Source: an optimization exercise on an open RTL-to-GDS flow (aim: small area, a short achievable clock period and few clock cycles). Production flows keep margins and buffers that such runs may drop.
Function was checked by simulation only, so behaviour that the tests miss may differ from the original.

--- run.sh ---
#!/bin/bash
# synth_recipe.tcl (not shown) runs the flow's synth.tcl, then flattens the netlist and writes it again
# the make line also repeats each setting of config.mk as NAME=value (left out here)
make -C /OpenROAD-flow-scripts/flow DESIGN_CONFIG=/design/flow/config.mk WORK_HOME=/design/flow/orfs CLKGATE_MAP_FILE= SYNTH_SCRIPT=/design/flow/synth_recipe.tcl finish
--- config.mk ---
export PLATFORM = sky130hd
export DESIGN_NAME = vnlp_engine
export DESIGN_NICKNAME = vnlp_engine
export VERILOG_FILES = /design/flow/design.v
export SDC_FILE = /design/flow/constraint.sdc
export NUM_CORES = 4
export LEC_CHECK = 0
export CAP_MARGIN = 20
export CORE_MARGIN = 2
export CORE_UTILIZATION = 40
export SLEW_MARGIN = 20
--- constraint.sdc ---
create_clock -name core_clock -period 10.0 [get_ports {clk}]
set_input_delay 2.0000 -clock core_clock [delete_from_list [all_inputs] [get_ports {clk}]]
set_output_delay 2.0000 -clock core_clock [all_outputs]
set_load 0.01 [all_outputs]
--- design.v ---
package vnlp_pkg;
   localparam logic MODE_L2SQ = 1'b0;
   localparam logic MODE_L1   = 1'b1;
endpackage
module vnlp_fa (
   input  logic a,
   input  logic b,
   input  logic c,
   output logic s,
   output logic co
);
   assign s  = a ^ b ^ c;
   assign co = (a & b) | (a & c) | (b & c);
endmodule
module vnlp_ha (
   input  logic a,
   input  logic b,
   output logic s,
   output logic co
);
   assign s  = a ^ b;
   assign co = a & b;
endmodule
module vnlp_mac (
   input  logic [22:0] y_i,
   input  logic        s_i,
   input  logic        m2_i,
   input  logic        ml_i,
   input  logic        clr_i,
   input  logic [46:0] acc_i,
   output logic [47:0] sum_o
);
   logic [22:0] y2;
   logic [46:0] acc_g;
   logic [47:0] ra, rb;
   logic t0;
   logic t1;
   logic t2;
   logic t3;
   logic t4;
   logic t5;
   logic t6;
   logic t7;
   logic t8;
   logic t9;
   logic t10;
   logic t11;
   logic t12;
   logic t13;
   logic t14;
   logic t15;
   logic t16;
   logic t17;
   logic t18;
   logic t19;
   logic t20;
   logic t21;
   logic t22;
   logic t23;
   logic t24;
   logic t25;
   logic t26;
   logic t27;
   logic t28;
   logic t29;
   logic t30;
   logic t31;
   logic t32;
   logic t33;
   logic t34;
   logic t35;
   logic t36;
   logic t37;
   logic t38;
   logic t39;
   logic t40;
   logic t41;
   logic t42;
   logic t43;
   logic t44;
   logic t45;
   logic t46;
   logic t47;
   logic t48;
   logic t49;
   logic t50;
   logic t51;
   logic t52;
   logic t53;
   logic t54;
   logic t55;
   logic t56;
   logic t57;
   logic t58;
   logic t59;
   logic t60;
   logic t61;
   logic t62;
   logic t63;
   logic t64;
   logic t65;
   logic t66;
   logic t67;
   logic t68;
   logic t69;
   logic t70;
   logic t71;
   logic t72;
   logic t73;
   logic t74;
   logic t75;
   logic t76;
   logic t77;
   logic t78;
   logic t79;
   logic t80;
   logic t81;
   logic t82;
   logic t83;
   logic t84;
   logic t85;
   logic t86;
   logic t87;
   logic t88;
   logic t89;
   logic t90;
   logic t91;
   logic t92;
   logic t93;
   logic t94;
   logic t95;
   logic t96;
   logic t97;
   logic t98;
   logic t99;
   logic t100;
   logic t101;
   logic t102;
   logic t103;
   logic t104;
   logic t105;
   logic t106;
   logic t107;
   logic t108;
   logic t109;
   logic t110;
   logic t111;
   logic t112;
   logic t113;
   logic t114;
   logic t115;
   logic t116;
   logic t117;
   logic t118;
   logic t119;
   logic t120;
   logic t121;
   logic t122;
   logic t123;
   logic t124;
   logic t125;
   logic t126;
   logic t127;
   logic t128;
   logic t129;
   logic t130;
   logic t131;
   logic t132;
   logic t133;
   logic t134;
   logic t135;
   logic t136;
   logic t137;
   logic t138;
   logic t139;
   logic t140;
   logic t141;
   logic t142;
   logic t143;
   logic t144;
   logic t145;
   logic t146;
   logic t147;
   logic t148;
   logic t149;
   logic t150;
   logic t151;
   logic t152;
   logic t153;
   logic t154;
   logic t155;
   logic t156;
   logic t157;
   logic t158;
   logic t159;
   logic t160;
   logic t161;
   logic t162;
   logic t163;
   logic t164;
   logic t165;
   logic t166;
   logic t167;
   logic t168;
   logic t169;
   logic t170;
   logic t171;
   logic t172;
   logic t173;
   logic t174;
   logic t175;
   logic t176;
   logic t177;
   logic t178;
   logic t179;
   logic t180;
   logic t181;
   logic t182;
   logic t183;
   logic t184;
   logic t185;
   logic t186;
   logic t187;
   logic t188;
   logic t189;
   logic t190;
   logic t191;
   logic t192;
   logic t193;
   logic t194;
   logic t195;
   logic t196;
   logic t197;
   logic t198;
   logic t199;
   logic t200;
   logic t201;
   logic t202;
   logic t203;
   logic t204;
   logic t205;
   logic t206;
   logic t207;
   logic t208;
   logic t209;
   logic t210;
   logic t211;
   logic t212;
   logic t213;
   logic t214;
   logic t215;
   logic t216;
   logic t217;
   logic t218;
   logic t219;
   logic t220;
   logic t221;
   logic t222;
   logic t223;
   logic t224;
   logic t225;
   logic t226;
   logic t227;
   logic t228;
   logic t229;
   logic t230;
   logic t231;
   logic t232;
   logic t233;
   logic t234;
   logic t235;
   logic t236;
   logic t237;
   logic t238;
   logic t239;
   logic t240;
   logic t241;
   logic t242;
   logic t243;
   logic t244;
   logic t245;
   logic t246;
   logic t247;
   logic t248;
   logic t249;
   logic t250;
   logic t251;
   logic t252;
   logic t253;
   logic t254;
   logic t255;
   logic t256;
   logic t257;
   logic t258;
   logic t259;
   logic t260;
   logic t261;
   logic t262;
   logic t263;
   logic t264;
   logic t265;
   logic t266;
   logic t267;
   logic t268;
   logic t269;
   logic t270;
   logic t271;
   logic t272;
   logic t273;
   logic t274;
   logic t275;
   logic t276;
   logic t277;
   logic t278;
   logic t279;
   logic t280;
   logic t281;
   logic t282;
   logic t283;
   logic t284;
   logic t285;
   logic t286;
   logic t287;
   logic t288;
   logic t289;
   logic t290;
   logic t291;
   logic t292;
   logic t293;
   logic t294;
   logic t295;
   logic t296;
   logic t297;
   logic t298;
   logic t299;
   logic t300;
   logic t301;
   logic t302;
   logic t303;
   logic t304;
   logic t305;
   logic t306;
   logic t307;
   logic t308;
   logic t309;
   logic t310;
   logic t311;
   logic t312;
   logic t313;
   logic t314;
   logic t315;
   logic t316;
   logic t317;
   logic t318;
   logic t319;
   logic t320;
   logic t321;
   logic t322;
   logic t323;
   logic t324;
   logic t325;
   logic t326;
   logic t327;
   logic t328;
   logic t329;
   logic t330;
   logic t331;
   logic t332;
   logic t333;
   logic t334;
   logic t335;
   logic t336;
   logic t337;
   logic t338;
   logic t339;
   logic t340;
   logic t341;
   logic t342;
   logic t343;
   logic t344;
   logic t345;
   logic t346;
   logic t347;
   logic t348;
   logic t349;
   logic t350;
   logic t351;
   logic t352;
   logic t353;
   logic t354;
   logic t355;
   logic t356;
   logic t357;
   logic t358;
   logic t359;
   logic t360;
   logic t361;
   logic t362;
   logic t363;
   logic t364;
   logic t365;
   logic t366;
   logic t367;
   logic t368;
   logic t369;
   logic t370;
   logic t371;
   logic t372;
   logic t373;
   logic t374;
   logic t375;
   logic t376;
   logic t377;
   logic t378;
   logic t379;
   logic t380;
   logic t381;
   logic t382;
   logic t383;
   logic t384;
   logic t385;
   logic t386;
   logic t387;
   logic t388;
   logic t389;
   logic t390;
   logic t391;
   logic t392;
   logic t393;
   logic t394;
   logic t395;
   logic t396;
   logic t397;
   logic t398;
   logic t399;
   logic t400;
   logic t401;
   logic t402;
   logic t403;
   logic t404;
   logic t405;
   logic t406;
   logic t407;
   logic t408;
   logic t409;
   logic t410;
   logic t411;
   logic t412;
   logic t413;
   logic t414;
   logic t415;
   logic t416;
   logic t417;
   logic t418;
   logic t419;
   logic t420;
   logic t421;
   logic t422;
   logic t423;
   logic t424;
   logic t425;
   logic t426;
   logic t427;
   logic t428;
   logic t429;
   logic t430;
   logic t431;
   logic t432;
   logic t433;
   logic t434;
   logic t435;
   logic t436;
   logic t437;
   logic t438;
   logic t439;
   logic t440;
   logic t441;
   logic t442;
   logic t443;
   logic t444;
   logic t445;
   logic t446;
   logic t447;
   logic t448;
   logic t449;
   logic t450;
   logic t451;
   logic t452;
   logic t453;
   logic t454;
   logic t455;
   logic t456;
   logic t457;
   logic t458;
   logic t459;
   logic t460;
   logic t461;
   logic t462;
   logic t463;
   logic t464;
   logic t465;
   logic t466;
   logic t467;
   logic t468;
   logic t469;
   logic t470;
   logic t471;
   logic t472;
   logic t473;
   logic t474;
   logic t475;
   logic t476;
   logic t477;
   logic t478;
   logic t479;
   logic t480;
   logic t481;
   logic t482;
   logic t483;
   logic t484;
   logic t485;
   logic t486;
   logic t487;
   logic t488;
   logic t489;
   logic t490;
   logic t491;
   logic t492;
   logic t493;
   logic t494;
   logic t495;
   logic t496;
   logic t497;
   logic t498;
   logic t499;
   logic t500;
   logic t501;
   logic t502;
   logic t503;
   logic t504;
   logic t505;
   logic t506;
   logic t507;
   logic t508;
   logic t509;
   logic t510;
   logic t511;
   logic t512;
   logic t513;
   logic t514;
   logic t515;
   logic t516;
   logic t517;
   logic t518;
   logic t519;
   logic t520;
   logic t521;
   logic t522;
   logic t523;
   logic t524;
   logic t525;
   logic t526;
   logic t527;
   logic t528;
   logic t529;
   logic t530;
   logic t531;
   logic t532;
   logic t533;
   logic t534;
   logic t535;
   logic t536;
   logic t537;
   logic t538;
   logic t539;
   logic t540;
   logic t541;
   logic t542;
   logic t543;
   logic t544;
   logic t545;
   logic t546;
   logic t547;
   logic t548;
   logic t549;
   logic t550;
   logic t551;
   logic t552;
   logic t553;
   logic t554;
   logic t555;
   logic t556;
   logic t557;
   logic t558;
   logic t559;
   logic t560;
   logic t561;
   logic t562;
   logic t563;
   logic t564;
   logic t565;
   logic t566;
   logic t567;
   logic t568;
   logic t569;
   logic t570;
   logic t571;
   logic t572;
   logic t573;
   logic t574;
   logic t575;
   logic t576;
   logic t577;
   logic t578;
   logic t579;
   logic t580;
   logic t581;
   logic t582;
   logic t583;
   logic t584;
   logic t585;
   logic t586;
   logic t587;
   logic t588;
   logic t589;
   logic t590;
   logic t591;
   logic t592;
   logic t593;
   logic t594;
   logic t595;
   logic t596;
   logic t597;
   assign y2    = y_i & {23{m2_i}};
   assign acc_g = acc_i & {47{~clr_i}};
   vnlp_ha u_ha0 (.a(acc_g[22]), .b((y2[10] & y2[11])), .s(t0), .co(t1));
   vnlp_ha u_ha1 (.a(acc_g[23]), .b((y2[0] & y2[22])), .s(t2), .co(t3));
   vnlp_ha u_ha2 (.a(acc_g[24]), .b((y2[10] & y2[13])), .s(t4), .co(t5));
   vnlp_ha u_ha3 (.a(acc_g[14]), .b((y2[13] & s_i)), .s(t6), .co(t7));
   vnlp_ha u_ha4 (.a(acc_g[15]), .b((y2[14] & s_i)), .s(t8), .co(t9));
   vnlp_fa u_fa0 (.a(acc_g[16]), .b((y2[15] & s_i)), .c((y2[1] & y2[14])), .s(t10), .co(t11));
   vnlp_ha u_ha5 (.a((y2[2] & y2[13])), .b((y2[3] & y2[12])), .s(t12), .co(t13));
   vnlp_fa u_fa1 (.a(acc_g[17]), .b((y2[16] & s_i)), .c((y2[1] & y2[15])), .s(t14), .co(t15));
   vnlp_ha u_ha6 (.a((y2[2] & y2[14])), .b((y2[3] & y2[13])), .s(t16), .co(t17));
   vnlp_fa u_fa2 (.a(acc_g[18]), .b((y2[17] & s_i)), .c((y2[1] & y2[16])), .s(t18), .co(t19));
   vnlp_fa u_fa3 (.a((y2[2] & y2[15])), .b((y2[3] & y2[14])), .c((y2[4] & y2[13])), .s(t20), .co(t21));
   vnlp_ha u_ha7 (.a((y2[5] & y2[12])), .b((y2[6] & y2[11])), .s(t22), .co(t23));
   vnlp_fa u_fa4 (.a(acc_g[19]), .b((y2[18] & s_i)), .c((y2[1] & y2[17])), .s(t24), .co(t25));
   vnlp_fa u_fa5 (.a((y2[2] & y2[16])), .b((y2[3] & y2[15])), .c((y2[4] & y2[14])), .s(t26), .co(t27));
   vnlp_ha u_ha8 (.a((y2[5] & y2[13])), .b((y2[6] & y2[12])), .s(t28), .co(t29));
   vnlp_fa u_fa6 (.a(acc_g[20]), .b((y2[19] & s_i)), .c((y2[1] & y2[18])), .s(t30), .co(t31));
   vnlp_fa u_fa7 (.a((y2[2] & y2[17])), .b((y2[3] & y2[16])), .c((y2[4] & y2[15])), .s(t32), .co(t33));
   vnlp_fa u_fa8 (.a((y2[5] & y2[14])), .b((y2[6] & y2[13])), .c((y2[7] & y2[12])), .s(t34), .co(t35));
   vnlp_ha u_ha9 (.a((y2[8] & y2[11])), .b((y2[9] & y2[10])), .s(t36), .co(t37));
   vnlp_fa u_fa9 (.a(acc_g[21]), .b((y2[1] & y2[19])), .c((y2[20] & s_i)), .s(t38), .co(t39));
   vnlp_fa u_fa10 (.a((y2[2] & y2[18])), .b((y2[3] & y2[17])), .c((y2[4] & y2[16])), .s(t40), .co(t41));
   vnlp_fa u_fa11 (.a((y2[5] & y2[15])), .b((y2[6] & y2[14])), .c((y2[7] & y2[13])), .s(t42), .co(t43));
   vnlp_ha u_ha10 (.a((y2[8] & y2[12])), .b((y2[9] & y2[11])), .s(t44), .co(t45));
   vnlp_fa u_fa12 (.a((y2[1] & y2[20])), .b((y2[21] & s_i)), .c((y2[2] & y2[19])), .s(t46), .co(t47));
   vnlp_fa u_fa13 (.a((y2[3] & y2[18])), .b((y2[4] & y2[17])), .c((y2[5] & y2[16])), .s(t48), .co(t49));
   vnlp_fa u_fa14 (.a((y2[6] & y2[15])), .b((y2[7] & y2[14])), .c((y2[8] & y2[13])), .s(t50), .co(t51));
   vnlp_fa u_fa15 (.a((y2[9] & y2[12])), .b(y2[11]), .c(((y2[0] & y2[21]) | (y_i[22] & ml_i))), .s(t52), .co(t53));
   vnlp_fa u_fa16 (.a((y2[10] & y2[12])), .b((y2[1] & y2[21])), .c((y2[22] & s_i)), .s(t54), .co(t55));
   vnlp_fa u_fa17 (.a((y2[2] & y2[20])), .b((y2[3] & y2[19])), .c((y2[4] & y2[18])), .s(t56), .co(t57));
   vnlp_fa u_fa18 (.a((y2[5] & y2[17])), .b((y2[6] & y2[16])), .c((y2[7] & y2[15])), .s(t58), .co(t59));
   vnlp_fa u_fa19 (.a((y2[8] & y2[14])), .b((y2[9] & y2[13])), .c(t1), .s(t60), .co(t61));
   vnlp_fa u_fa20 (.a((y2[11] & y2[12])), .b((y2[1] & y2[22])), .c((y2[2] & y2[21])), .s(t62), .co(t63));
   vnlp_fa u_fa21 (.a((y2[3] & y2[20])), .b((y2[4] & y2[19])), .c((y2[5] & y2[18])), .s(t64), .co(t65));
   vnlp_fa u_fa22 (.a((y2[6] & y2[17])), .b((y2[7] & y2[16])), .c((y2[8] & y2[15])), .s(t66), .co(t67));
   vnlp_fa u_fa23 (.a((y2[9] & y2[14])), .b(y2[12]), .c(t3), .s(t68), .co(t69));
   vnlp_fa u_fa24 (.a(acc_g[25]), .b((y2[10] & y2[14])), .c((y2[11] & y2[13])), .s(t70), .co(t71));
   vnlp_fa u_fa25 (.a((y2[2] & y2[22])), .b((y2[3] & y2[21])), .c((y2[4] & y2[20])), .s(t72), .co(t73));
   vnlp_fa u_fa26 (.a((y2[5] & y2[19])), .b((y2[6] & y2[18])), .c((y2[7] & y2[17])), .s(t74), .co(t75));
   vnlp_ha u_ha11 (.a((y2[8] & y2[16])), .b((y2[9] & y2[15])), .s(t76), .co(t77));
   vnlp_fa u_fa27 (.a(acc_g[26]), .b((y2[10] & y2[15])), .c((y2[11] & y2[14])), .s(t78), .co(t79));
   vnlp_fa u_fa28 (.a((y2[12] & y2[13])), .b((y2[3] & y2[22])), .c((y2[4] & y2[21])), .s(t80), .co(t81));
   vnlp_fa u_fa29 (.a((y2[5] & y2[20])), .b((y2[6] & y2[19])), .c((y2[7] & y2[18])), .s(t82), .co(t83));
   vnlp_ha u_ha12 (.a((y2[8] & y2[17])), .b((y2[9] & y2[16])), .s(t84), .co(t85));
   vnlp_fa u_fa30 (.a(acc_g[27]), .b((y2[10] & y2[16])), .c((y2[11] & y2[15])), .s(t86), .co(t87));
   vnlp_fa u_fa31 (.a((y2[12] & y2[14])), .b((y2[4] & y2[22])), .c((y2[5] & y2[21])), .s(t88), .co(t89));
   vnlp_ha u_ha13 (.a((y2[6] & y2[20])), .b((y2[7] & y2[19])), .s(t90), .co(t91));
   vnlp_fa u_fa32 (.a(acc_g[28]), .b((y2[10] & y2[17])), .c((y2[11] & y2[16])), .s(t92), .co(t93));
   vnlp_fa u_fa33 (.a((y2[12] & y2[15])), .b((y2[13] & y2[14])), .c((y2[5] & y2[22])), .s(t94), .co(t95));
   vnlp_ha u_ha14 (.a((y2[6] & y2[21])), .b((y2[7] & y2[20])), .s(t96), .co(t97));
   vnlp_fa u_fa34 (.a(acc_g[29]), .b((y2[10] & y2[18])), .c((y2[11] & y2[17])), .s(t98), .co(t99));
   vnlp_ha u_ha15 (.a((y2[12] & y2[16])), .b((y2[13] & y2[15])), .s(t100), .co(t101));
   vnlp_fa u_fa35 (.a(acc_g[30]), .b((y2[10] & y2[19])), .c((y2[11] & y2[18])), .s(t102), .co(t103));
   vnlp_ha u_ha16 (.a((y2[12] & y2[17])), .b((y2[13] & y2[16])), .s(t104), .co(t105));
   vnlp_ha u_ha17 (.a(acc_g[31]), .b((y2[10] & y2[20])), .s(t106), .co(t107));
   vnlp_ha u_ha18 (.a(acc_g[32]), .b((y2[10] & y2[21])), .s(t108), .co(t109));
   vnlp_ha u_ha19 (.a(acc_g[8]), .b((y2[1] & y2[6])), .s(t110), .co(t111));
   vnlp_ha u_ha20 (.a(acc_g[9]), .b((y2[1] & y2[7])), .s(t112), .co(t113));
   vnlp_fa u_fa36 (.a(acc_g[10]), .b((y2[1] & y2[8])), .c((y2[2] & y2[7])), .s(t114), .co(t115));
   vnlp_ha u_ha21 (.a((y2[3] & y2[6])), .b((y2[4] & y2[5])), .s(t116), .co(t117));
   vnlp_fa u_fa37 (.a(acc_g[11]), .b((y2[10] & s_i)), .c((y2[1] & y2[9])), .s(t118), .co(t119));
   vnlp_ha u_ha22 (.a((y2[2] & y2[8])), .b((y2[3] & y2[7])), .s(t120), .co(t121));
   vnlp_fa u_fa38 (.a(acc_g[12]), .b((y2[11] & s_i)), .c((y2[1] & y2[10])), .s(t122), .co(t123));
   vnlp_fa u_fa39 (.a((y2[2] & y2[9])), .b((y2[3] & y2[8])), .c((y2[4] & y2[7])), .s(t124), .co(t125));
   vnlp_ha u_ha23 (.a((y2[5] & y2[6])), .b(y2[6]), .s(t126), .co(t127));
   vnlp_fa u_fa40 (.a(acc_g[13]), .b((y2[12] & s_i)), .c((y2[1] & y2[11])), .s(t128), .co(t129));
   vnlp_fa u_fa41 (.a((y2[2] & y2[10])), .b((y2[3] & y2[9])), .c((y2[4] & y2[8])), .s(t130), .co(t131));
   vnlp_ha u_ha24 (.a((y2[5] & y2[7])), .b(((y2[0] & y2[12]) | (y_i[13] & ml_i))), .s(t132), .co(t133));
   vnlp_fa u_fa42 (.a((y2[1] & y2[12])), .b((y2[2] & y2[11])), .c((y2[3] & y2[10])), .s(t134), .co(t135));
   vnlp_fa u_fa43 (.a((y2[4] & y2[9])), .b((y2[5] & y2[8])), .c((y2[6] & y2[7])), .s(t136), .co(t137));
   vnlp_fa u_fa44 (.a(y2[7]), .b(((y2[0] & y2[13]) | (y_i[14] & ml_i))), .c(t6), .s(t138), .co(t139));
   vnlp_fa u_fa45 (.a((y2[1] & y2[13])), .b((y2[2] & y2[12])), .c((y2[3] & y2[11])), .s(t140), .co(t141));
   vnlp_fa u_fa46 (.a((y2[4] & y2[10])), .b((y2[5] & y2[9])), .c((y2[6] & y2[8])), .s(t142), .co(t143));
   vnlp_fa u_fa47 (.a(((y2[0] & y2[14]) | (y_i[15] & ml_i))), .b(t7), .c(t8), .s(t144), .co(t145));
   vnlp_fa u_fa48 (.a((y2[4] & y2[11])), .b((y2[5] & y2[10])), .c((y2[6] & y2[9])), .s(t146), .co(t147));
   vnlp_fa u_fa49 (.a((y2[7] & y2[8])), .b(y2[8]), .c(((y2[0] & y2[15]) | (y_i[16] & ml_i))), .s(t148), .co(t149));
   vnlp_fa u_fa50 (.a(t9), .b(t12), .c(t10), .s(t150), .co(t151));
   vnlp_fa u_fa51 (.a((y2[4] & y2[12])), .b((y2[5] & y2[11])), .c((y2[6] & y2[10])), .s(t152), .co(t153));
   vnlp_fa u_fa52 (.a((y2[7] & y2[9])), .b(((y2[0] & y2[16]) | (y_i[17] & ml_i))), .c(t13), .s(t154), .co(t155));
   vnlp_fa u_fa53 (.a(t16), .b(t11), .c(t14), .s(t156), .co(t157));
   vnlp_fa u_fa54 (.a((y2[7] & y2[10])), .b((y2[8] & y2[9])), .c(y2[9]), .s(t158), .co(t159));
   vnlp_fa u_fa55 (.a(((y2[0] & y2[17]) | (y_i[18] & ml_i))), .b(t17), .c(t22), .s(t160), .co(t161));
   vnlp_fa u_fa56 (.a(t15), .b(t18), .c(t20), .s(t162), .co(t163));
   vnlp_fa u_fa57 (.a((y2[7] & y2[11])), .b((y2[8] & y2[10])), .c(((y2[0] & y2[18]) | (y_i[19] & ml_i))), .s(t164), .co(t165));
   vnlp_fa u_fa58 (.a(t23), .b(t28), .c(t19), .s(t166), .co(t167));
   vnlp_fa u_fa59 (.a(t21), .b(t24), .c(t26), .s(t168), .co(t169));
   vnlp_fa u_fa60 (.a(y2[10]), .b(((y2[0] & y2[19]) | (y_i[20] & ml_i))), .c(t29), .s(t170), .co(t171));
   vnlp_fa u_fa61 (.a(t36), .b(t25), .c(t27), .s(t172), .co(t173));
   vnlp_fa u_fa62 (.a(t30), .b(t32), .c(t34), .s(t174), .co(t175));
   vnlp_fa u_fa63 (.a(((y2[0] & y2[20]) | (y_i[21] & ml_i))), .b(t37), .c(t44), .s(t176), .co(t177));
   vnlp_fa u_fa64 (.a(t31), .b(t33), .c(t35), .s(t178), .co(t179));
   vnlp_fa u_fa65 (.a(t38), .b(t40), .c(t42), .s(t180), .co(t181));
   vnlp_fa u_fa66 (.a(t45), .b(t0), .c(t39), .s(t182), .co(t183));
   vnlp_fa u_fa67 (.a(t41), .b(t43), .c(t46), .s(t184), .co(t185));
   vnlp_fa u_fa68 (.a(t48), .b(t50), .c(t52), .s(t186), .co(t187));
   vnlp_fa u_fa69 (.a(t2), .b(t47), .c(t49), .s(t188), .co(t189));
   vnlp_fa u_fa70 (.a(t51), .b(t53), .c(t54), .s(t190), .co(t191));
   vnlp_fa u_fa71 (.a(t56), .b(t58), .c(t60), .s(t192), .co(t193));
   vnlp_fa u_fa72 (.a(t4), .b(t55), .c(t57), .s(t194), .co(t195));
   vnlp_fa u_fa73 (.a(t59), .b(t62), .c(t64), .s(t196), .co(t197));
   vnlp_fa u_fa74 (.a(t66), .b(t61), .c(t68), .s(t198), .co(t199));
   vnlp_fa u_fa75 (.a(t5), .b(t76), .c(t63), .s(t200), .co(t201));
   vnlp_fa u_fa76 (.a(t65), .b(t67), .c(t70), .s(t202), .co(t203));
   vnlp_fa u_fa77 (.a(t72), .b(t74), .c(t69), .s(t204), .co(t205));
   vnlp_fa u_fa78 (.a(y2[13]), .b(t77), .c(t84), .s(t206), .co(t207));
   vnlp_fa u_fa79 (.a(t71), .b(t73), .c(t75), .s(t208), .co(t209));
   vnlp_fa u_fa80 (.a(t78), .b(t80), .c(t82), .s(t210), .co(t211));
   vnlp_fa u_fa81 (.a((y2[8] & y2[18])), .b((y2[9] & y2[17])), .c(t85), .s(t212), .co(t213));
   vnlp_fa u_fa82 (.a(t90), .b(t79), .c(t81), .s(t214), .co(t215));
   vnlp_fa u_fa83 (.a(t83), .b(t86), .c(t88), .s(t216), .co(t217));
   vnlp_fa u_fa84 (.a((y2[8] & y2[19])), .b((y2[9] & y2[18])), .c(y2[14]), .s(t218), .co(t219));
   vnlp_fa u_fa85 (.a(t91), .b(t96), .c(t87), .s(t220), .co(t221));
   vnlp_fa u_fa86 (.a(t89), .b(t92), .c(t94), .s(t222), .co(t223));
   vnlp_fa u_fa87 (.a((y2[6] & y2[22])), .b((y2[7] & y2[21])), .c((y2[8] & y2[20])), .s(t224), .co(t225));
   vnlp_fa u_fa88 (.a((y2[9] & y2[19])), .b(t97), .c(t100), .s(t226), .co(t227));
   vnlp_fa u_fa89 (.a(t93), .b(t95), .c(t98), .s(t228), .co(t229));
   vnlp_fa u_fa90 (.a((y2[14] & y2[15])), .b((y2[7] & y2[22])), .c((y2[8] & y2[21])), .s(t230), .co(t231));
   vnlp_fa u_fa91 (.a((y2[9] & y2[20])), .b(y2[15]), .c(t101), .s(t232), .co(t233));
   vnlp_fa u_fa92 (.a(t104), .b(t99), .c(t102), .s(t234), .co(t235));
   vnlp_fa u_fa93 (.a((y2[11] & y2[19])), .b((y2[12] & y2[18])), .c((y2[13] & y2[17])), .s(t236), .co(t237));
   vnlp_fa u_fa94 (.a((y2[14] & y2[16])), .b((y2[8] & y2[22])), .c((y2[9] & y2[21])), .s(t238), .co(t239));
   vnlp_fa u_fa95 (.a(t105), .b(t106), .c(t103), .s(t240), .co(t241));
   vnlp_fa u_fa96 (.a((y2[11] & y2[20])), .b((y2[12] & y2[19])), .c((y2[13] & y2[18])), .s(t242), .co(t243));
   vnlp_fa u_fa97 (.a((y2[14] & y2[17])), .b((y2[15] & y2[16])), .c((y2[9] & y2[22])), .s(t244), .co(t245));
   vnlp_fa u_fa98 (.a(y2[16]), .b(t107), .c(t108), .s(t246), .co(t247));
   vnlp_fa u_fa99 (.a(acc_g[33]), .b((y2[10] & y2[22])), .c((y2[11] & y2[21])), .s(t248), .co(t249));
   vnlp_fa u_fa100 (.a((y2[12] & y2[20])), .b((y2[13] & y2[19])), .c((y2[14] & y2[18])), .s(t250), .co(t251));
   vnlp_ha u_ha25 (.a((y2[15] & y2[17])), .b(t109), .s(t252), .co(t253));
   vnlp_fa u_fa101 (.a(acc_g[34]), .b((y2[11] & y2[22])), .c((y2[12] & y2[21])), .s(t254), .co(t255));
   vnlp_fa u_fa102 (.a((y2[13] & y2[20])), .b((y2[14] & y2[19])), .c((y2[15] & y2[18])), .s(t256), .co(t257));
   vnlp_ha u_ha26 (.a((y2[16] & y2[17])), .b(y2[17]), .s(t258), .co(t259));
   vnlp_fa u_fa103 (.a(acc_g[35]), .b((y2[12] & y2[22])), .c((y2[13] & y2[21])), .s(t260), .co(t261));
   vnlp_ha u_ha27 (.a((y2[14] & y2[20])), .b((y2[15] & y2[19])), .s(t262), .co(t263));
   vnlp_fa u_fa104 (.a(acc_g[36]), .b((y2[13] & y2[22])), .c((y2[14] & y2[21])), .s(t264), .co(t265));
   vnlp_ha u_ha28 (.a((y2[15] & y2[20])), .b((y2[16] & y2[19])), .s(t266), .co(t267));
   vnlp_ha u_ha29 (.a(acc_g[37]), .b((y2[14] & y2[22])), .s(t268), .co(t269));
   vnlp_ha u_ha30 (.a(acc_g[38]), .b((y2[15] & y2[22])), .s(t270), .co(t271));
   vnlp_ha u_ha31 (.a(acc_g[4]), .b((y2[1] & y2[2])), .s(t272), .co(t273));
   vnlp_ha u_ha32 (.a(acc_g[5]), .b((y2[1] & y2[3])), .s(t274), .co(t275));
   vnlp_fa u_fa105 (.a(acc_g[6]), .b((y2[1] & y2[4])), .c((y2[2] & y2[3])), .s(t276), .co(t277));
   vnlp_ha u_ha33 (.a((y2[5] & s_i)), .b(y2[3]), .s(t278), .co(t279));
   vnlp_fa u_fa106 (.a(acc_g[7]), .b((y2[1] & y2[5])), .c((y2[2] & y2[4])), .s(t280), .co(t281));
   vnlp_ha u_ha34 (.a((y2[6] & s_i)), .b(((y2[0] & y2[6]) | (y_i[7] & ml_i))), .s(t282), .co(t283));
   vnlp_fa u_fa107 (.a((y2[2] & y2[5])), .b((y2[3] & y2[4])), .c((y2[7] & s_i)), .s(t284), .co(t285));
   vnlp_fa u_fa108 (.a(y2[4]), .b(((y2[0] & y2[7]) | (y_i[8] & ml_i))), .c(t110), .s(t286), .co(t287));
   vnlp_fa u_fa109 (.a((y2[2] & y2[6])), .b((y2[3] & y2[5])), .c((y2[8] & s_i)), .s(t288), .co(t289));
   vnlp_fa u_fa110 (.a(((y2[0] & y2[8]) | (y_i[9] & ml_i))), .b(t111), .c(t112), .s(t290), .co(t291));
   vnlp_fa u_fa111 (.a((y2[9] & s_i)), .b(y2[5]), .c(((y2[0] & y2[9]) | (y_i[10] & ml_i))), .s(t292), .co(t293));
   vnlp_fa u_fa112 (.a(t113), .b(t116), .c(t114), .s(t294), .co(t295));
   vnlp_fa u_fa113 (.a((y2[4] & y2[6])), .b(((y2[0] & y2[10]) | (y_i[11] & ml_i))), .c(t117), .s(t296), .co(t297));
   vnlp_fa u_fa114 (.a(t120), .b(t115), .c(t118), .s(t298), .co(t299));
   vnlp_fa u_fa115 (.a(((y2[0] & y2[11]) | (y_i[12] & ml_i))), .b(t121), .c(t126), .s(t300), .co(t301));
   vnlp_fa u_fa116 (.a(t119), .b(t122), .c(t124), .s(t302), .co(t303));
   vnlp_fa u_fa117 (.a(t127), .b(t123), .c(t125), .s(t304), .co(t305));
   vnlp_fa u_fa118 (.a(t132), .b(t128), .c(t130), .s(t306), .co(t307));
   vnlp_fa u_fa119 (.a(t129), .b(t131), .c(t133), .s(t308), .co(t309));
   vnlp_fa u_fa120 (.a(t134), .b(t136), .c(t138), .s(t310), .co(t311));
   vnlp_fa u_fa121 (.a(t135), .b(t137), .c(t140), .s(t312), .co(t313));
   vnlp_fa u_fa122 (.a(t142), .b(t139), .c(t144), .s(t314), .co(t315));
   vnlp_fa u_fa123 (.a(t141), .b(t143), .c(t146), .s(t316), .co(t317));
   vnlp_fa u_fa124 (.a(t148), .b(t145), .c(t150), .s(t318), .co(t319));
   vnlp_fa u_fa125 (.a(t147), .b(t149), .c(t152), .s(t320), .co(t321));
   vnlp_fa u_fa126 (.a(t154), .b(t151), .c(t156), .s(t322), .co(t323));
   vnlp_fa u_fa127 (.a(t153), .b(t158), .c(t155), .s(t324), .co(t325));
   vnlp_fa u_fa128 (.a(t160), .b(t157), .c(t162), .s(t326), .co(t327));
   vnlp_fa u_fa129 (.a(t159), .b(t164), .c(t161), .s(t328), .co(t329));
   vnlp_fa u_fa130 (.a(t166), .b(t163), .c(t168), .s(t330), .co(t331));
   vnlp_fa u_fa131 (.a(t165), .b(t167), .c(t170), .s(t332), .co(t333));
   vnlp_fa u_fa132 (.a(t172), .b(t169), .c(t174), .s(t334), .co(t335));
   vnlp_fa u_fa133 (.a(t171), .b(t173), .c(t176), .s(t336), .co(t337));
   vnlp_fa u_fa134 (.a(t178), .b(t175), .c(t180), .s(t338), .co(t339));
   vnlp_fa u_fa135 (.a(t177), .b(t179), .c(t182), .s(t340), .co(t341));
   vnlp_fa u_fa136 (.a(t181), .b(t184), .c(t186), .s(t342), .co(t343));
   vnlp_fa u_fa137 (.a(t183), .b(t188), .c(t185), .s(t344), .co(t345));
   vnlp_fa u_fa138 (.a(t187), .b(t190), .c(t192), .s(t346), .co(t347));
   vnlp_fa u_fa139 (.a(t189), .b(t194), .c(t191), .s(t348), .co(t349));
   vnlp_fa u_fa140 (.a(t196), .b(t193), .c(t198), .s(t350), .co(t351));
   vnlp_fa u_fa141 (.a(t195), .b(t200), .c(t197), .s(t352), .co(t353));
   vnlp_fa u_fa142 (.a(t202), .b(t204), .c(t199), .s(t354), .co(t355));
   vnlp_fa u_fa143 (.a(t201), .b(t206), .c(t208), .s(t356), .co(t357));
   vnlp_fa u_fa144 (.a(t203), .b(t210), .c(t205), .s(t358), .co(t359));
   vnlp_fa u_fa145 (.a(t207), .b(t209), .c(t212), .s(t360), .co(t361));
   vnlp_fa u_fa146 (.a(t214), .b(t211), .c(t216), .s(t362), .co(t363));
   vnlp_fa u_fa147 (.a(t218), .b(t213), .c(t215), .s(t364), .co(t365));
   vnlp_fa u_fa148 (.a(t220), .b(t217), .c(t222), .s(t366), .co(t367));
   vnlp_fa u_fa149 (.a(t219), .b(t224), .c(t221), .s(t368), .co(t369));
   vnlp_fa u_fa150 (.a(t226), .b(t223), .c(t228), .s(t370), .co(t371));
   vnlp_fa u_fa151 (.a(t225), .b(t230), .c(t227), .s(t372), .co(t373));
   vnlp_fa u_fa152 (.a(t232), .b(t229), .c(t234), .s(t374), .co(t375));
   vnlp_fa u_fa153 (.a(t231), .b(t236), .c(t238), .s(t376), .co(t377));
   vnlp_fa u_fa154 (.a(t233), .b(t240), .c(t235), .s(t378), .co(t379));
   vnlp_fa u_fa155 (.a(t237), .b(t239), .c(t242), .s(t380), .co(t381));
   vnlp_fa u_fa156 (.a(t244), .b(t241), .c(t246), .s(t382), .co(t383));
   vnlp_fa u_fa157 (.a(t243), .b(t245), .c(t248), .s(t384), .co(t385));
   vnlp_fa u_fa158 (.a(t250), .b(t252), .c(t247), .s(t386), .co(t387));
   vnlp_fa u_fa159 (.a(t258), .b(t249), .c(t251), .s(t388), .co(t389));
   vnlp_fa u_fa160 (.a(t254), .b(t256), .c(t253), .s(t390), .co(t391));
   vnlp_fa u_fa161 (.a((y2[16] & y2[18])), .b(t259), .c(t262), .s(t392), .co(t393));
   vnlp_fa u_fa162 (.a(t255), .b(t257), .c(t260), .s(t394), .co(t395));
   vnlp_fa u_fa163 (.a((y2[17] & y2[18])), .b(y2[18]), .c(t263), .s(t396), .co(t397));
   vnlp_fa u_fa164 (.a(t266), .b(t261), .c(t264), .s(t398), .co(t399));
   vnlp_fa u_fa165 (.a((y2[15] & y2[21])), .b((y2[16] & y2[20])), .c((y2[17] & y2[19])), .s(t400), .co(t401));
   vnlp_fa u_fa166 (.a(t267), .b(t268), .c(t265), .s(t402), .co(t403));
   vnlp_fa u_fa167 (.a((y2[16] & y2[21])), .b((y2[17] & y2[20])), .c((y2[18] & y2[19])), .s(t404), .co(t405));
   vnlp_fa u_fa168 (.a(y2[19]), .b(t269), .c(t270), .s(t406), .co(t407));
   vnlp_fa u_fa169 (.a(acc_g[39]), .b((y2[16] & y2[22])), .c((y2[17] & y2[21])), .s(t408), .co(t409));
   vnlp_ha u_ha35 (.a((y2[18] & y2[20])), .b(t271), .s(t410), .co(t411));
   vnlp_fa u_fa170 (.a(acc_g[40]), .b((y2[17] & y2[22])), .c((y2[18] & y2[21])), .s(t412), .co(t413));
   vnlp_ha u_ha36 (.a((y2[19] & y2[20])), .b(y2[20]), .s(t414), .co(t415));
   vnlp_ha u_ha37 (.a(acc_g[41]), .b((y2[18] & y2[22])), .s(t416), .co(t417));
   vnlp_ha u_ha38 (.a(acc_g[42]), .b((y2[19] & y2[22])), .s(t418), .co(t419));
   vnlp_ha u_ha39 (.a(acc_g[2]), .b((y2[1] & s_i)), .s(t420), .co(t421));
   vnlp_ha u_ha40 (.a(acc_g[3]), .b((y2[2] & s_i)), .s(t422), .co(t423));
   vnlp_fa u_fa171 (.a((y2[3] & s_i)), .b(y2[2]), .c(((y2[0] & y2[3]) | (y_i[4] & ml_i))), .s(t424), .co(t425));
   vnlp_fa u_fa172 (.a((y2[4] & s_i)), .b(((y2[0] & y2[4]) | (y_i[5] & ml_i))), .c(t273), .s(t426), .co(t427));
   vnlp_fa u_fa173 (.a(((y2[0] & y2[5]) | (y_i[6] & ml_i))), .b(t275), .c(t278), .s(t428), .co(t429));
   vnlp_fa u_fa174 (.a(t279), .b(t277), .c(t282), .s(t430), .co(t431));
   vnlp_fa u_fa175 (.a(t281), .b(t283), .c(t284), .s(t432), .co(t433));
   vnlp_fa u_fa176 (.a(t285), .b(t288), .c(t287), .s(t434), .co(t435));
   vnlp_fa u_fa177 (.a(t289), .b(t292), .c(t291), .s(t436), .co(t437));
   vnlp_fa u_fa178 (.a(t293), .b(t296), .c(t295), .s(t438), .co(t439));
   vnlp_fa u_fa179 (.a(t297), .b(t300), .c(t299), .s(t440), .co(t441));
   vnlp_fa u_fa180 (.a(t301), .b(t304), .c(t303), .s(t442), .co(t443));
   vnlp_fa u_fa181 (.a(t305), .b(t308), .c(t307), .s(t444), .co(t445));
   vnlp_fa u_fa182 (.a(t309), .b(t312), .c(t311), .s(t446), .co(t447));
   vnlp_fa u_fa183 (.a(t313), .b(t316), .c(t315), .s(t448), .co(t449));
   vnlp_fa u_fa184 (.a(t317), .b(t320), .c(t319), .s(t450), .co(t451));
   vnlp_fa u_fa185 (.a(t321), .b(t324), .c(t323), .s(t452), .co(t453));
   vnlp_fa u_fa186 (.a(t325), .b(t328), .c(t327), .s(t454), .co(t455));
   vnlp_fa u_fa187 (.a(t329), .b(t332), .c(t331), .s(t456), .co(t457));
   vnlp_fa u_fa188 (.a(t333), .b(t336), .c(t335), .s(t458), .co(t459));
   vnlp_fa u_fa189 (.a(t337), .b(t339), .c(t340), .s(t460), .co(t461));
   vnlp_fa u_fa190 (.a(t341), .b(t344), .c(t343), .s(t462), .co(t463));
   vnlp_fa u_fa191 (.a(t345), .b(t348), .c(t347), .s(t464), .co(t465));
   vnlp_fa u_fa192 (.a(t349), .b(t352), .c(t351), .s(t466), .co(t467));
   vnlp_fa u_fa193 (.a(t353), .b(t356), .c(t358), .s(t468), .co(t469));
   vnlp_fa u_fa194 (.a(t357), .b(t360), .c(t359), .s(t470), .co(t471));
   vnlp_fa u_fa195 (.a(t361), .b(t364), .c(t363), .s(t472), .co(t473));
   vnlp_fa u_fa196 (.a(t365), .b(t368), .c(t367), .s(t474), .co(t475));
   vnlp_fa u_fa197 (.a(t369), .b(t372), .c(t371), .s(t476), .co(t477));
   vnlp_fa u_fa198 (.a(t376), .b(t373), .c(t375), .s(t478), .co(t479));
   vnlp_fa u_fa199 (.a(t377), .b(t380), .c(t379), .s(t480), .co(t481));
   vnlp_fa u_fa200 (.a(t381), .b(t384), .c(t386), .s(t482), .co(t483));
   vnlp_fa u_fa201 (.a(t388), .b(t385), .c(t390), .s(t484), .co(t485));
   vnlp_fa u_fa202 (.a(t389), .b(t392), .c(t391), .s(t486), .co(t487));
   vnlp_fa u_fa203 (.a(t393), .b(t396), .c(t395), .s(t488), .co(t489));
   vnlp_fa u_fa204 (.a(t400), .b(t397), .c(t402), .s(t490), .co(t491));
   vnlp_fa u_fa205 (.a(t401), .b(t404), .c(t403), .s(t492), .co(t493));
   vnlp_fa u_fa206 (.a(t405), .b(t408), .c(t410), .s(t494), .co(t495));
   vnlp_fa u_fa207 (.a(t414), .b(t409), .c(t412), .s(t496), .co(t497));
   vnlp_fa u_fa208 (.a((y2[19] & y2[21])), .b(t415), .c(t416), .s(t498), .co(t499));
   vnlp_fa u_fa209 (.a((y2[20] & y2[21])), .b(y2[21]), .c(t417), .s(t500), .co(t501));
   vnlp_ha u_ha41 (.a(acc_g[43]), .b((y2[20] & y2[22])), .s(t502), .co(t503));
   vnlp_ha u_ha42 (.a(acc_g[44]), .b((y2[21] & y2[22])), .s(t504), .co(t505));
   vnlp_ha u_ha43 (.a(s_i), .b(acc_g[0]), .s(t506), .co(t507));
   vnlp_ha u_ha44 (.a(acc_g[1]), .b(((y2[0] & s_i) | (y_i[1] & ml_i))), .s(t508), .co(t509));
   vnlp_fa u_fa210 (.a(y2[1]), .b(((y2[0] & y2[1]) | (y_i[2] & ml_i))), .c(t420), .s(t510), .co(t511));
   vnlp_fa u_fa211 (.a(((y2[0] & y2[2]) | (y_i[3] & ml_i))), .b(t421), .c(t422), .s(t512), .co(t513));
   vnlp_fa u_fa212 (.a(t423), .b(t272), .c(t424), .s(t514), .co(t515));
   vnlp_fa u_fa213 (.a(t274), .b(t425), .c(t426), .s(t516), .co(t517));
   vnlp_fa u_fa214 (.a(t276), .b(t427), .c(t428), .s(t518), .co(t519));
   vnlp_fa u_fa215 (.a(t280), .b(t429), .c(t430), .s(t520), .co(t521));
   vnlp_fa u_fa216 (.a(t286), .b(t431), .c(t432), .s(t522), .co(t523));
   vnlp_fa u_fa217 (.a(t290), .b(t433), .c(t434), .s(t524), .co(t525));
   vnlp_fa u_fa218 (.a(t294), .b(t435), .c(t436), .s(t526), .co(t527));
   vnlp_fa u_fa219 (.a(t298), .b(t437), .c(t438), .s(t528), .co(t529));
   vnlp_fa u_fa220 (.a(t302), .b(t439), .c(t440), .s(t530), .co(t531));
   vnlp_fa u_fa221 (.a(t306), .b(t441), .c(t442), .s(t532), .co(t533));
   vnlp_fa u_fa222 (.a(t443), .b(t310), .c(t444), .s(t534), .co(t535));
   vnlp_fa u_fa223 (.a(t445), .b(t314), .c(t446), .s(t536), .co(t537));
   vnlp_fa u_fa224 (.a(t318), .b(t447), .c(t448), .s(t538), .co(t539));
   vnlp_fa u_fa225 (.a(t322), .b(t449), .c(t450), .s(t540), .co(t541));
   vnlp_fa u_fa226 (.a(t326), .b(t451), .c(t452), .s(t542), .co(t543));
   vnlp_fa u_fa227 (.a(t330), .b(t453), .c(t454), .s(t544), .co(t545));
   vnlp_fa u_fa228 (.a(t334), .b(t455), .c(t456), .s(t546), .co(t547));
   vnlp_fa u_fa229 (.a(t338), .b(t457), .c(t458), .s(t548), .co(t549));
   vnlp_fa u_fa230 (.a(t342), .b(t459), .c(t460), .s(t550), .co(t551));
   vnlp_fa u_fa231 (.a(t346), .b(t461), .c(t462), .s(t552), .co(t553));
   vnlp_fa u_fa232 (.a(t350), .b(t463), .c(t464), .s(t554), .co(t555));
   vnlp_fa u_fa233 (.a(t354), .b(t465), .c(t466), .s(t556), .co(t557));
   vnlp_fa u_fa234 (.a(t355), .b(t467), .c(t468), .s(t558), .co(t559));
   vnlp_fa u_fa235 (.a(t362), .b(t469), .c(t470), .s(t560), .co(t561));
   vnlp_fa u_fa236 (.a(t366), .b(t471), .c(t472), .s(t562), .co(t563));
   vnlp_fa u_fa237 (.a(t370), .b(t473), .c(t474), .s(t564), .co(t565));
   vnlp_fa u_fa238 (.a(t374), .b(t475), .c(t476), .s(t566), .co(t567));
   vnlp_fa u_fa239 (.a(t378), .b(t477), .c(t478), .s(t568), .co(t569));
   vnlp_fa u_fa240 (.a(t382), .b(t479), .c(t480), .s(t570), .co(t571));
   vnlp_fa u_fa241 (.a(t383), .b(t481), .c(t482), .s(t572), .co(t573));
   vnlp_fa u_fa242 (.a(t387), .b(t484), .c(t483), .s(t574), .co(t575));
   vnlp_fa u_fa243 (.a(t394), .b(t486), .c(t485), .s(t576), .co(t577));
   vnlp_fa u_fa244 (.a(t398), .b(t487), .c(t488), .s(t578), .co(t579));
   vnlp_fa u_fa245 (.a(t399), .b(t489), .c(t490), .s(t580), .co(t581));
   vnlp_fa u_fa246 (.a(t406), .b(t491), .c(t492), .s(t582), .co(t583));
   vnlp_fa u_fa247 (.a(t407), .b(t494), .c(t493), .s(t584), .co(t585));
   vnlp_fa u_fa248 (.a(t411), .b(t495), .c(t496), .s(t586), .co(t587));
   vnlp_fa u_fa249 (.a(t413), .b(t498), .c(t497), .s(t588), .co(t589));
   vnlp_fa u_fa250 (.a(t418), .b(t499), .c(t500), .s(t590), .co(t591));
   vnlp_fa u_fa251 (.a(t419), .b(t502), .c(t501), .s(t592), .co(t593));
   vnlp_fa u_fa252 (.a(y2[22]), .b(t503), .c(t504), .s(t594), .co(t595));
   vnlp_ha u_ha45 (.a(acc_g[45]), .b(t505), .s(t596), .co(t597));
   assign ra = {1'b0, acc_g[46], t596, t594, t592, t590, t587, t586, t583, t581, t579, t577, t576, t573, t571, t569, t567, t565, t563, t561, t559, t557, t555, t553, t551, t549, t547, t545, t543, t541, t539, t537, t535, t533, t531, t529, t527, t525, t523, t521, t519, t517, t515, t513, t511, t509, t507, (y2[0] | (y_i[0] & ml_i))};
   assign rb = {1'b0, t597, t595, t593, t591, t589, t588, t585, t584, t582, t580, t578, t575, t574, t572, t570, t568, t566, t564, t562, t560, t558, t556, t554, t552, t550, t548, t546, t544, t542, t540, t538, t536, t534, t532, t530, t528, t526, t524, t522, t520, t518, t516, t514, t512, t510, t508, t506};
   assign sum_o = ra + rb;
endmodule
module vnlp_engine #(
   parameter int DW      = 24,
   parameter int AW      = 9,
   parameter int LW      = 7,
   parameter int ACCW    = 2*DW-1,
   parameter int LEN_MAX = 2**LW-1
) (
   input  logic                 clk,
   input  logic                 rst_n,
   input  logic                 START,
   input  logic [AW-1:0]        HEAD,
   input  logic                 NORM_MODE,
   output logic                 DONE,
   output logic [ACCW-1:0]      NORM2,
   output logic [LW-1:0]        LEN,
   output logic                 ERR,
   output logic                 SAT,
   output logic [AW-1:0]        rd_addr1,
   output logic [AW-1:0]        rd_addr2,
   input  logic [DW-1:0]        rd_data1,
   input  logic [DW-1:0]        rd_data2
);
   logic            busy_q;      
   logic            v1_q;        
   logic            v2_q;        
   logic            done_q;
   logic [AW-1:0]   head_q;
   logic            mode_q;
   logic [LW-1:0]   len_q;
   logic            err_q;
   logic [AW-1:0]   p_q;         
   logic [DW-2:0]   y_q;
   logic            s_q, m2_q, ml_q;
   logic            clr_q;       
   logic [ACCW-1:0] acc_q;
   logic            sat_q;
   logic            start_ok, hit, last;
   logic [AW-1:0]   link;
   logic [ACCW:0]   sum;
   assign link     = rd_data1[AW-1:0];
   assign start_ok = START & ~busy_q & ~v1_q & ~v2_q;
   assign hit      = (link == head_q);
   assign last     = hit | (len_q == LW'(LEN_MAX-1));
   assign rd_addr1 = busy_q ? link : HEAD;
   assign rd_addr2 = p_q;
   always_ff @(posedge clk or negedge rst_n) begin
      if (!rst_n) begin
         busy_q <= 1'b0;
         v1_q   <= 1'b0;
         v2_q   <= 1'b0;
         done_q <= 1'b0;
      end else begin
         if (start_ok)    busy_q <= 1'b1;
         else if (last)   busy_q <= 1'b0;
         v1_q <= busy_q;
         v2_q <= v1_q;
         if (start_ok)              done_q <= 1'b0;
         else if (v2_q && !v1_q)    done_q <= 1'b1;
      end
   end
   always_ff @(posedge clk) begin
      p_q <= rd_addr1 + 1'b1;
      if (start_ok) begin
         head_q <= HEAD;
         mode_q <= NORM_MODE;
         len_q  <= '0;
      end else if (busy_q) begin
         len_q  <= len_q + 1'b1;
         err_q  <= ~hit;
      end
      y_q  <= rd_data2[DW-2:0] ^ {(DW-1){rd_data2[DW-1]}};
      s_q  <= rd_data2[DW-1] & v1_q;
      m2_q <= v1_q & (mode_q == vnlp_pkg::MODE_L2SQ);
      ml_q <= v1_q & (mode_q == vnlp_pkg::MODE_L1);
      if (start_ok)  clr_q <= 1'b1;
      else if (v2_q) clr_q <= 1'b0;
      acc_q <= sum[ACCW-1:0];
      sat_q <= (sat_q & ~clr_q) | sum[ACCW];
   end
   vnlp_mac u_mac (
      .y_i   (y_q),
      .s_i   (s_q),
      .m2_i  (m2_q),
      .ml_i  (ml_q),
      .clr_i (clr_q),
      .acc_i (acc_q),
      .sum_o (sum)
   );
   assign DONE  = done_q;
   assign NORM2 = acc_q | {ACCW{sat_q}};
   assign LEN   = len_q;
   assign ERR   = err_q;
   assign SAT   = sat_q;
endmodule
==> run notes <==
-- worst max-delay path, cell delays in order (launching register included) --
cell	delay, ns
dfxtp_4	0.66
buf_4	0.77
and2_1	0.47
nand2_1	0.15
fa_1	0.50
fa_1	0.55
inv_1	0.05
fa_1	0.52
inv_1	0.06
fa_1	0.48
inv_1	0.05
ha_1	0.37
nand2_1	0.12
nor2_1	0.15
nand3_1	0.12
a31oi_1	0.38
o21ai_0	0.38
a21oi_1	0.41
o211ai_1	0.20
o21ai_0	0.25
xor2_1	0.19
-- kinds of logic after synthesis --
logic type	after synthesis	share of synthesized area
XOR/XNOR	92	0.0541
buffers and inverters	397	0.101
multiplexers	11	0.00781
adder cells (fa/ha/maj)	344	0.415
AND/OR/NAND/NOR	505	0.184
AO/OA/AOI/OAI	192	0.0867
flip-flops	106	0.151
-- flip-flops by register name (all words and copies together) (netlist names), 7 cells and up --
register	flops
acc_q	47
p_q	9
head_q	9
y_q	23
len_q	7
-- cell usage in the layout, fill, tap and decap left out, drive strengths merged, types with 14 or more instances in the layout --
master	netlist	final
clkdlybuf4s50	0	120
a22o	14	14
a21oi	58	58
nand3	34	34
xnor2	35	35
and2	17	17
nand4	16	16
nor2b	45	45
ha	94	94
and3	177	177
nor2	36	36
a21o	28	28
or2	47	47
dfxtp	91	91
inv	284	287
xor2	57	57
o21ai	37	37
buf	6	25
fa	250	250
nand2	114	114
-- through the flow --
stage / hold WS [ns] / utilization
3_5_place_dp: 0.407 / 0.449
3_3_place_gp: 0.400 / 0.449
6_report: 0.425 / 0.457
4_1_cts: 0.420 / 0.457
2_1_floorplan: 0.352 / -
5_1_grt: 0.471 / 0.457
-- routing by layer --
metal,up-vias,global-route usage,share of wire
met4,2,0.0707,0.025
met2,393,0.364,0.47
met3,65,0.0464,0.074
met1,5795,0.295,0.43
met5,-,0,0.00019
li1,5306,-,-
-- area by class of cell --
type	instances	area (um2)	area share
clock buffer	9	225	0.0135
clock inverter	7	71.3	0.00426
inverter	284	1070	0.0637
multi-input combinational	1144	11100	0.666
sequential	106	2260	0.135
tap	468	586	0.0350
timing repair buffer	145	1390	0.0830
-- final timing paths --
path / cells after the start / slack [ns] / start / endpoint
setup / recovery: 20 / 3.06 / m2_q / acc_q[42]
hold / removal: 1 / 0.42 / mode_q / m2_q
setup reg to reg: 20 / 3.06 / m2_q / acc_q[42]
hold reg to reg: 1 / 0.42 / mode_q / m2_q
max in group asynchronous: 1 / 8.02 / rst_n / v1_q
min in group asynchronous: 1 / 1.81 / rst_n / busy_q
==> impl_summary.txt <==
----------------------------------------------------
[Outcome]
  Outcome ... no timing/DRC/antenna violations

[Clock tree]
  TritonCTS sink count ... roughly 110
  H-tree depth ... 3
  Count of buffers added by post-CTS timing repair for setup ... 0
  Hold-fix buffers, CTS ... 0
  Total CTS buffers ... 9
  Deepest clock path buffer count ... 2
  Clock network latency to the later pin of the worst-skew pair ... 0.38 ns
  TritonCTS clock tree ... done
  Clock transition at the register clock pins on the worst setup and hold paths after CTS ... roughly 0.080 ns
  Buffer cell driving the clock tree root ... clkbuf_16
  Post-CTS Resized ... 0

[Floorplanning]
  Number of cell rows ... 70
  Initial Util ... 0.407
  Full die area ... 38800 um2
  Top-level I/O count ... 136
  Die extent in x ... roughly 200 um
  Core ar. ... 36600 um2
  Height of the die ... approximately 200 um

[Drt]
  Count of vias placed by the detailed router ... between 10000 and 15000
  Sum of routed wire length over all layers ... between 40 and 50 mm
  Number of search-and-repair iterations in the first detailed-routing pass ... 5
  DRC Markers ... 0
  Antenna-violating nets left ... 0
  Average wire per cell in the routed design ... approximately 19 um
  Ratio of routed vias to standard cells ... around 5.3
  Iteration-0 DRC Markers ... just under 800

[Logic synthesis]
  Part of the Yosys area used for sequential elements ... 0.151
  Most used flip-flop cell after synthesis ... dfxtp_1
  Cell types with the highest counts after synthesis ... 284 x inv_1, 250 x fa_1, 176 x and3_1
  Cell area after synthesis ... roughly 15000 um2
  Async SR Flop Fraction ... 0.0377
  Synth Net Count ... around 2100
  Warning count from the yosys run ... 1
  Post-synth top area cell ... fa_1
  Unique cell type count in the Yosys netlist ... 56
  Most common cell in the synthesized netlist ... inv_1
  Yosys reg bits ... around 110
  Mean instance size in the synthesized netlist ... between 9 and 10 um2
  Share of Yosys cell area claimed by the top area cell type ... 0.336
  Post-Synthesis Cells ... about 1600
  Synth area leaders ... fa_1 34%, dfxtp_1 12%, ha_1 7.9%, and3_1 7.4%, inv_1 7.2%
  EDFF count, synth ... 11

[STA]
  Worst max-slew margin expressed relative to the limit ... 0.269
  Total negative slack ... 0 ns
  Final setup violation count ... 0
  Final Slew Violations ... 0
  Clk_skew ... 0.00940 ns
  Max Freq ... ~0.14 GHz
  Final number of hold-violating endpoints ... 0
  Slew at the pin closest to its max-slew limit ... roughly 1.1 ns
  Crit share post-route ... 0.694
  Shortest period the worst path allows ... approximately 6.9 ns
  PnR worst setup slack ... roughly 3.1 ns
  Unrepaired setup endpoints after global routing ... no

[Place]
  Placement-stage worst setup slack ... around 3.2 ns
  HPWL Detailed ... 31.0 mm
  Count of port buffers added during placement ... 120
  Final GP Congestion ... 0.842
  Instance area after placement ... around 16000 um2
  Number of instances in the placed design ... roughly 2100

[Critical path]
  Crit end category ... register
  Highest fanout seen on the critical path ... 109
  Required time of the critical path ... ~10 ns
  Sort of element at the start of the critical path ... register
  Data arrival at the endpoint of the critical path ... ~7.3 ns
  Setup CP Type ... register to register

[Global route]
  Largest net degree at the start of global routing ... 110
  Combined global-route utilization of all metal layers ... 0.222
  First-pass GRT wire length ... approximately 66 mm
  Antenna violations before repair ... 1
  Global route overflow ... 0
  Vias in the first global route ... between 10000 and 15000

[Finish]
  Post-layout nets ... around 2100
  Fin cells ... between 2000 and 2500
  Ratio of cells with drive above 1 in the final layout ... 0.0608
  Layout filler cell count ... between 3000 and 4000
  Number of diodes added for antenna fixing ... 0
  Area grow syn2layout ... 12.3%
  Post-route cell area ... 16700 um2

[Job]
  Maximum Capacitance Violations ... 0

[Hold path]
  Min-Delay Path Class ... register to register

----------------------------------------------------
Testbench counts, summed over its fixed seeds: cycles 26,338.

[static timing again, ports no longer ideal]
Ports are ideal in the flow. The routed layout listed here was re-timed in OpenROAD.
Step 1 (the two cells are an assumption about what drives the block):
set clk [get_ports {clk}]
set_driving_cell -lib_cell sky130_fd_sc_hd__clkbuf_16 $clk
set_driving_cell -lib_cell sky130_fd_sc_hd__buf_2 [delete_from_list [all_inputs] $clk]
Step 2 also shifts input and output timing later by t, the mid clock arrival at the registers, as if the neighbouring blocks saw the same clock.
Three values: ideal ports, drivers, drivers and shift; two values: the first two.
t (ns): 0.431
setup slack, ns: 3.060 / 3.060 / 3.060
clock arrival spread, ns: 0.010 / 0.009
slew at the worst register clock pin (ns): 0.08 / 0.08
pins driven straight from the clock port: 1
After both steps this run still meets setup and hold. For this run, drivers alone change the setup slack by 0.000 ns; drivers and shift together by 0.000 ns.
